Background: an optimization exercise with open tools, aiming at small area, a short achievable clock period and few clock cycles. Do not read the settings as production practice.
Function was checked by simulation only, so behaviour that the tests miss may differ from the original.
Power figures rest on the tool's default switching activity, not on a simulated workload.

===== config.mk =====
export PLATFORM = sky130hd
export DESIGN_NAME = bnn_conv_engine
export DESIGN_NICKNAME = bnn_conv_engine
export VERILOG_FILES = /design/flow/design.v
export SDC_FILE = /design/flow/constraint.sdc
export NUM_CORES = 4
export LEC_CHECK = 0
export CAP_MARGIN = 20
export CORE_MARGIN = 2
export CORE_UTILIZATION = 40
export SLEW_MARGIN = 20

===== constraint.sdc =====
create_clock -name core_clock -period 6.0 [get_ports {clk}]
set_input_delay 1.2000 -clock core_clock [delete_from_list [all_inputs] [get_ports {clk}]]
set_output_delay 1.2000 -clock core_clock [all_outputs]
set_load 0.01 [all_outputs]

===== design.v =====
package bnn_pkg;
    localparam logic [2:0] ST_IDLE  = 3'd0;
    localparam logic [2:0] ST_WLOAD = 3'd1;
    localparam logic [2:0] ST_HDR   = 3'd2;
    localparam logic [2:0] ST_FILL  = 3'd3;
    localparam logic [2:0] ST_CONV  = 3'd4;
    localparam logic [2:0] ST_DONE  = 3'd5;
    localparam int MIN_N = 3;
    localparam int POP_W = 4;
    localparam int WIN_W = 9;
    localparam logic [15:0] END_MARK_DEF = 16'h00FF;
endpackage
import bnn_pkg::*;
module bnn_row_conv
#(
    parameter int DATA_W = 16
) (
    input  logic [DATA_W-1:0] row_n2,
    input  logic [DATA_W-1:0] row_n1,
    input  logic [DATA_W-1:0] row_n,
    input  logic [WIN_W-1:0]  weight,
    input  logic [POP_W-1:0]  thresh,
    output logic [DATA_W-1:0] out_row
);
    logic [DATA_W+1:0] pad_n2;
    logic [DATA_W+1:0] pad_n1;
    logic [DATA_W+1:0] pad_n;
    logic [WIN_W-1:0]  win;
    logic [POP_W-1:0]  pop;
    assign pad_n2 = {2'b00, row_n2};
    assign pad_n1 = {2'b00, row_n1};
    assign pad_n  = {2'b00, row_n};
    always_comb begin
        out_row = '0;
        win     = '0;
        pop     = '0;
        for (int j = 0; j < DATA_W; j++) begin
            win = {pad_n[j +: 3], pad_n1[j +: 3], pad_n2[j +: 3]} ~^ weight;
            pop = '0;
            for (int i = 0; i < WIN_W; i++) begin
                pop = pop + POP_W'(win[i]);
            end
            out_row[j] = (pop > thresh);
        end
    end
endmodule
import bnn_pkg::*;
module bnn_conv_engine
#(
    parameter int                DATA_W   = 16,
    parameter int                ADDR_W   = 12,
    parameter int                NUM_FILT = 4,
    parameter logic [DATA_W-1:0] END_MARK = DATA_W'(END_MARK_DEF)
) (
    input  logic              clk,
    input  logic              reset,
    input  logic              run,
    input  logic [3:0]        cfg_thresh,
    output logic              busy,
    output logic              done,
    output logic              err,
    output logic [ADDR_W-1:0] dut_sram_read_address,
    input  logic [DATA_W-1:0] sram_dut_read_data,
    output logic [ADDR_W-1:0] dut_sram_write_address,
    output logic [DATA_W-1:0] dut_sram_write_data,
    output logic              wr_enable,
    output logic [ADDR_W-1:0] dut_wmem_read_address,
    input  logic [DATA_W-1:0] wmem_dut_read_data
);
    localparam int CNT_W = 4;
    localparam int N_W   = $clog2(DATA_W + 1);
    logic [2:0]         state_q, state_d;
    logic [CNT_W-1:0]   cnt_q, cnt_d;
    logic [1:0]         fill_left_q, fill_left_d;
    logic [N_W-1:0]     rows_left_q, rows_left_d;
    logic [N_W-1:0]     n_q, n_d;
    logic [POP_W-1:0]   thresh_q, thresh_d;
    logic               busy_q, busy_d;
    logic               done_q, done_d;
    logic               err_q, err_d;
    logic [ADDR_W-1:0]  rd_addr_q, rd_addr_d;
    logic               rd_fresh_q, rd_fresh_d;
    logic [ADDR_W-1:0]  wm_addr_q, wm_addr_d;
    logic [ADDR_W-1:0]  out_cnt_q, out_cnt_d;
    logic               wr_en_q, wr_en_d;
    logic [ADDR_W-1:0]  wr_addr_q, wr_addr_d;
    logic [DATA_W-1:0]  wr_data_q, wr_data_d;
    logic [DATA_W-1:0]  row_n2_q, row_n2_d;
    logic [DATA_W-1:0]  row_n1_q, row_n1_d;
    logic [DATA_W-1:0]  row_n_q, row_n_d;
    logic [WIN_W-1:0]   wreg_q [0:NUM_FILT-1];
    logic [WIN_W-1:0]   wreg_d [0:NUM_FILT-1];
    logic [DATA_W-1:0]  filt_row [0:NUM_FILT-1];
    logic [DATA_W-1:0]  sel_row;
    logic [DATA_W-1:0]  col_mask;
    logic [DATA_W-1:0]  hdr;
    logic               hdr_bad;
    logic               unused_wbits;
    assign hdr          = sram_dut_read_data;
    assign hdr_bad      = (hdr < DATA_W'(MIN_N)) || (hdr > DATA_W'(DATA_W));
    assign unused_wbits = ^wmem_dut_read_data[DATA_W-1:WIN_W];
    for (genvar gf = 0; gf < NUM_FILT; gf++) begin : g_filt
        bnn_row_conv #(.DATA_W(DATA_W)) u_row_conv (
            .row_n2  (row_n2_q),
            .row_n1  (row_n1_q),
            .row_n   (row_n_q),
            .weight  (wreg_q[gf]),
            .thresh  (thresh_q),
            .out_row (filt_row[gf])
        );
    end
    always_comb begin
        sel_row = '0;
        for (int f = 0; f < NUM_FILT; f++) begin
            if (cnt_q == CNT_W'(f)) sel_row = filt_row[f];
        end
    end
    always_comb begin
        col_mask = '0;
        for (int j = 0; j < DATA_W; j++) begin
            if (j < int'(n_q) - 2) col_mask[j] = 1'b1;
        end
    end
    always_comb begin
        state_d     = state_q;
        cnt_d       = cnt_q;
        fill_left_d = fill_left_q;
        rows_left_d = rows_left_q;
        n_d         = n_q;
        thresh_d    = thresh_q;
        busy_d      = busy_q;
        err_d       = err_q;
        rd_addr_d   = rd_addr_q;
        wm_addr_d   = wm_addr_q;
        out_cnt_d   = out_cnt_q;
        wr_addr_d   = wr_addr_q;
        wr_data_d   = wr_data_q;
        row_n2_d    = row_n2_q;
        row_n1_d    = row_n1_q;
        row_n_d     = row_n_q;
        for (int f = 0; f < NUM_FILT; f++) wreg_d[f] = wreg_q[f];
        done_d      = 1'b0;
        wr_en_d     = 1'b0;
        rd_fresh_d  = 1'b0;
        case (state_q)
            ST_IDLE: begin
                if (run) begin
                    thresh_d   = cfg_thresh;
                    err_d      = 1'b0;
                    busy_d     = 1'b1;
                    rd_addr_d  = '0;
                    rd_fresh_d = 1'b1;
                    wm_addr_d  = '0;
                    out_cnt_d  = '0;
                    cnt_d      = '0;
                    state_d    = ST_WLOAD;
                end
            end
            ST_WLOAD: begin
                wm_addr_d = wm_addr_q + ADDR_W'(1);
                for (int f = 0; f < NUM_FILT; f++) begin
                    if (cnt_q == CNT_W'(f + 1)) wreg_d[f] = wmem_dut_read_data[WIN_W-1:0];
                end
                if (cnt_q == CNT_W'(NUM_FILT)) begin
                    state_d = ST_HDR;
                end else begin
                    cnt_d = cnt_q + CNT_W'(1);
                end
            end
            ST_HDR: begin
                if (!rd_fresh_q) begin
                    if (hdr == END_MARK) begin
                        done_d  = 1'b1;
                        state_d = ST_DONE;
                    end else if (hdr_bad) begin
                        err_d   = 1'b1;
                        done_d  = 1'b1;
                        state_d = ST_DONE;
                    end else begin
                        n_d         = N_W'(hdr);
                        rows_left_d = N_W'(hdr);
                        fill_left_d = 2'd3;
                        rd_addr_d   = rd_addr_q + ADDR_W'(1);
                        rd_fresh_d  = 1'b1;
                        state_d     = ST_FILL;
                    end
                end
            end
            ST_FILL: begin
                if (!rd_fresh_q) begin
                    row_n2_d    = row_n1_q;
                    row_n1_d    = row_n_q;
                    row_n_d     = sram_dut_read_data;
                    rows_left_d = rows_left_q - N_W'(1);
                    if (fill_left_q == 2'd1) begin
                        cnt_d   = '0;
                        state_d = ST_CONV;
                    end else begin
                        fill_left_d = fill_left_q - 2'd1;
                        rd_addr_d   = rd_addr_q + ADDR_W'(1);
                        rd_fresh_d  = 1'b1;
                    end
                end
            end
            ST_CONV: begin
                wr_en_d   = 1'b1;
                wr_addr_d = out_cnt_q;
                wr_data_d = sel_row & col_mask;
                out_cnt_d = out_cnt_q + ADDR_W'(1);
                if (cnt_q == '0) begin
                    rd_addr_d  = rd_addr_q + ADDR_W'(1);
                    rd_fresh_d = 1'b1;
                end
                if (cnt_q == CNT_W'(NUM_FILT - 1)) begin
                    if (rows_left_q != '0) begin
                        fill_left_d = 2'd1;
                        state_d     = ST_FILL;
                    end else begin
                        state_d = ST_HDR;
                    end
                end else begin
                    cnt_d = cnt_q + CNT_W'(1);
                end
            end
            ST_DONE: begin
                busy_d  = 1'b0;
                state_d = ST_IDLE;
            end
            default: state_d = ST_IDLE;
        endcase
    end
    always_ff @(posedge clk) begin
        if (reset) begin
            state_q     <= ST_IDLE;
            cnt_q       <= '0;
            fill_left_q <= '0;
            rows_left_q <= '0;
            n_q         <= '0;
            thresh_q    <= '0;
            busy_q      <= 1'b0;
            done_q      <= 1'b0;
            err_q       <= 1'b0;
            rd_addr_q   <= '0;
            rd_fresh_q  <= 1'b0;
            wm_addr_q   <= '0;
            out_cnt_q   <= '0;
            wr_en_q     <= 1'b0;
            wr_addr_q   <= '0;
            wr_data_q   <= '0;
            row_n2_q    <= '0;
            row_n1_q    <= '0;
            row_n_q     <= '0;
            for (int f = 0; f < NUM_FILT; f++) wreg_q[f] <= '0;
        end else begin
            state_q     <= state_d;
            cnt_q       <= cnt_d;
            fill_left_q <= fill_left_d;
            rows_left_q <= rows_left_d;
            n_q         <= n_d;
            thresh_q    <= thresh_d;
            busy_q      <= busy_d;
            done_q      <= done_d;
            err_q       <= err_d;
            rd_addr_q   <= rd_addr_d;
            rd_fresh_q  <= rd_fresh_d;
            wm_addr_q   <= wm_addr_d;
            out_cnt_q   <= out_cnt_d;
            wr_en_q     <= wr_en_d;
            wr_addr_q   <= wr_addr_d;
            wr_data_q   <= wr_data_d;
            row_n2_q    <= row_n2_d;
            row_n1_q    <= row_n1_d;
            row_n_q     <= row_n_d;
            for (int f = 0; f < NUM_FILT; f++) wreg_q[f] <= wreg_d[f];
        end
    end
    assign busy                   = busy_q;
    assign done                   = done_q;
    assign err                    = err_q;
    assign dut_sram_read_address  = rd_addr_q;
    assign dut_wmem_read_address  = wm_addr_q;
    assign dut_sram_write_address = wr_addr_q;
    assign dut_sram_write_data    = wr_data_q;
    assign wr_enable              = wr_en_q;
endmodule

===== run.sh =====
#!/bin/bash
# synth_recipe.tcl (not shown) runs the flow's synth.tcl, then flattens the netlist and writes it again
# the make line also repeats each setting of config.mk as NAME=value (left out here)
make -C /OpenROAD-flow-scripts/flow DESIGN_CONFIG=/design/flow/config.mk WORK_HOME=/design/flow/orfs CLKGATE_MAP_FILE= SYNTH_SCRIPT=/design/flow/synth_recipe.tcl finish

==> flow_summary.yaml <==
yosys:
  synth_top_cell_by_area: "ha_1"
  netlist_area_mm2: 0.0330
  ys.flop_type: "dfxtp_1"
  synth_edf_count: 0
  synth_cells: 3770
  yosys_warnings: 7
  synth.most_common_cell: "ha_1"
  synth_top_area_frac: 0.247
  syn_avg_cell_area_um2: 8.76
  ys_async_sr_fraction: 0
  ys_seq_elements: 176
  synth_cell_types: 72
  ys_top_cells_by_area: "ha_1, fa_1, dfxtp_1, xor2_1, xnor2_1"
  syn-num-nets: 4780
  ys_seq_area_frac: 0.107
  netlist_top_cells_count: "ha_1, inv_1, xor2_1"
place:
  dp_hpwl_um: 77000
  io_buffers: 87
  globalplace.congestion: 0.890
  pre_cts_slack_ns: 0.571
timing:
  period_minus_slack_ns: 5.52
  finClkSkew_ns: 0.0202
  fin_crit_sh: 0.919
  setup_viol: 0
  worst_slew_pin_slew_ns: 1.19
  drv_slew: 0
  report.final.hold_viol_count: 0
  slew_headroom: 0.198
  max_freq_mhz: 181
  rsz0062_at_grt: "false"
  finalSetupTns_ns: 0
  finalWorstSetupSlack_ns: 0.484
floorplan:
  die_h_um: 291
  dieArea_mm2: 0.0849
  die_w_um: 291
  row_count: 105
  io_pins: 95
  coreArea_mm2: 0.0820
  initial_core_util: 0.403
power_and_ir_drop:
  p_per_area_mw_per_mm2: 190
  total_power_uw: 6870
  leakage_uw: 0.0178
  ir_worst_vdd_v: 0.000341
final_layout:
  regArea_mm2: 0.00353
  nNetsFinal: 4797
  drive_above_1_share: 0.0524
  final_core_util: 0.441
  syn_to_final_growth_pct: 9.35
  multi_input_area_mm2: 0.0264
  fill_cells: 8111
detailed_routing:
  wire_per_inst_um: 20.8
  ant_nets: 0
  drt_wl_total_um: 101000
  first_pass_iters: 6
  vias_per_cell: 5.27
  drc: 0
  drt_iter0_drc: 1604
  num_vias: 25700
grt:
  grt_pass1_vias: 26100
  busiest_layer: "met2"
  grt_usage: 0.244
  grt_use_met1: 0.315
  grt_max_degree: 63
  overflow: 0
  grt_pass1_wl_um: 157000
  antenna_found_initial: 0
  grt_use_met3: 0.0376
  grt_use_met2: 0.409
clock_tree:
  cts_max_path_buffers: 2
  ctsResizeCount: 0
  cts_hold_buf: 0
  cts.sinks: 176
  cts_tree: "done"
  cts-root-buf: "clkbuf_16"
  h-tree-depth: 4
  clk_latency_ns: 0.52
  cts_buffers: 17
  post-cts-setup-buffer-count: 0
  clk_pin_slew_worst_paths_ns: 0.09
critical_path:
  crit_required_ns: 6.40
  critPathMaxFanout: 8
  cp-startpoint: "row_n2_q[3]$_SDFFE_PP0P_"
  cp.arrival_ns: 5.92
  crit_path_start_kind: "flop"
  cp-end-kind: "flop"
  path_class: "reg -> reg"
  timing.rr.start: "row_n2_q[3]$_SDFFE_PP0P_"
run_status:
  status: "timing/DRC/antenna clean"
worst_hold_path:
  hold_path.class: "reg -> reg"
  holdCritStartpoint: "wr_addr_q[9]$_SDFFE_PP0P_"
flow_run:
  max_cap_violations: 0
==> layout make-up <==
cell class              instances  area share
multi-input cells            2766       0.732
flip-flops and latches        176      0.0977
inverters                     608      0.0633
repair buffers                218      0.0520
well taps                    1070      0.0371
clock buffers                  17      0.0118
clock inverters                15     0.00596
diodes                          1   0.0000693
==> placed cells by master (no fill, tap or decap), types with 69 or more instances in the layout <==
cell	instances
a21oi_1	303
nand2_1	280
ha_1	651
xor2_1	339
fa_1	320
dfxtp_1	174
xnor2_1	270
clkdlybuf4s50_1	86
o21ai_0	75
inv_1	605
buf_4	130
nor2_1	69
==> through the flow <==
step	hold WS, ns	instance area (um^2)	std cells
finish	0.455	36100	4871
global route	0.476	36100	4870
CTS	0.458	36100	4870
detailed placement	0.444	35500	4838
global placement	0.441	35500	4838
floorplan	0.432	33000	3770
==> cell families after synthesis <==
kind of cell / count (synthesis) / share of synthesized area
buffers and inverters: 828 / 0.0945
adder cells (fa/ha/maj): 971 / 0.440
AO/OA/AOI/OAI: 571 / 0.103
flip-flops: 176 / 0.107
AND/OR/NAND/NOR: 592 / 0.0864
multiplexers: 23 / 0.00716
XOR/XNOR: 609 / 0.161
==> worst paths after layout <==
check	end	cells after the start	slack, ns
hold reg to reg	wr_addr_q[9]$_SDFFE_PP0P_	2	0.45
hold / removal	wr_addr_q[9]$_SDFFE_PP0P_	2	0.45
setup reg to reg	wr_data_q[2]$_SDFFE_PP0P_	17	0.48
setup / recovery	wr_data_q[2]$_SDFFE_PP0P_	17	0.48
==> power by group <==
group	internal, uW	total (uW)	switching (uW)
Combinational	1750	4240	2490
Clock	620	1290	672
Sequential	1220	1340	123
Total	3590	6870	3280
==> registers in the layout, summed over array words and instances, names as in the netlist, 12 cells and up <==
name / cells
rd_addr_q: 12
row_n2_q: 16
wm_addr_q: 12
wreg_q: 36
wr_addr_q: 12
wr_data_q: 16
out_cnt_q: 12
row_n_q: 16
row_n1_q: 16
==> per-layer routing <==
layer  vias up  part of all wire
li1      12100                 -
met1     12600              0.43
met2       790              0.46
met3       198             0.064
met4         0             0.041
met5         -                 0
==> worst max-delay path, stage by stage, from the launching register on <==
cell      delay (ns)
dfxtp_1         0.51
buf_4           0.28
xnor2_1         0.10
ha_1            0.29
inv_1           0.05
fa_1            0.51
fa_1            0.52
fa_1            0.54
inv_1           0.04
ha_1            0.21
fa_1            0.46
ha_1            0.31
nor2b_1         0.14
o211ai_1        0.16
a21oi_1         0.11
a311oi_1        0.52
o22ai_1         0.32
a32o_1          0.33
Testbench counts, summed over its fixed seeds: cycles 11,834.

==> port drivers added, routing unchanged <==
In the flow no input, the clock included, has a driving cell. The finished layout below was timed again as built, in two steps.
Step 1 sets driving cells, clkbuf_16 on the clock port and buf_2 on the other inputs (assumed; they add their load-dependent delay and slew).
Step 2 adds t to the input delays and takes it off the output delays; t is the mean of the earliest and latest rising clock arrival at the registers after step 1. Input paths then give back, and output paths get back, about the clock's delay inside the block.
Slacks: ideal / step 1 / step 2; pairs: ideal / step 1.
t (ns): 0.570
setup slack, ns: 0.484 / 0.484 / 0.484
pins driven straight from the clock port: 1
After both steps this run still meets setup and hold. For this run, drivers alone change the setup slack by 0.000 ns; drivers and shift together by 0.000 ns.
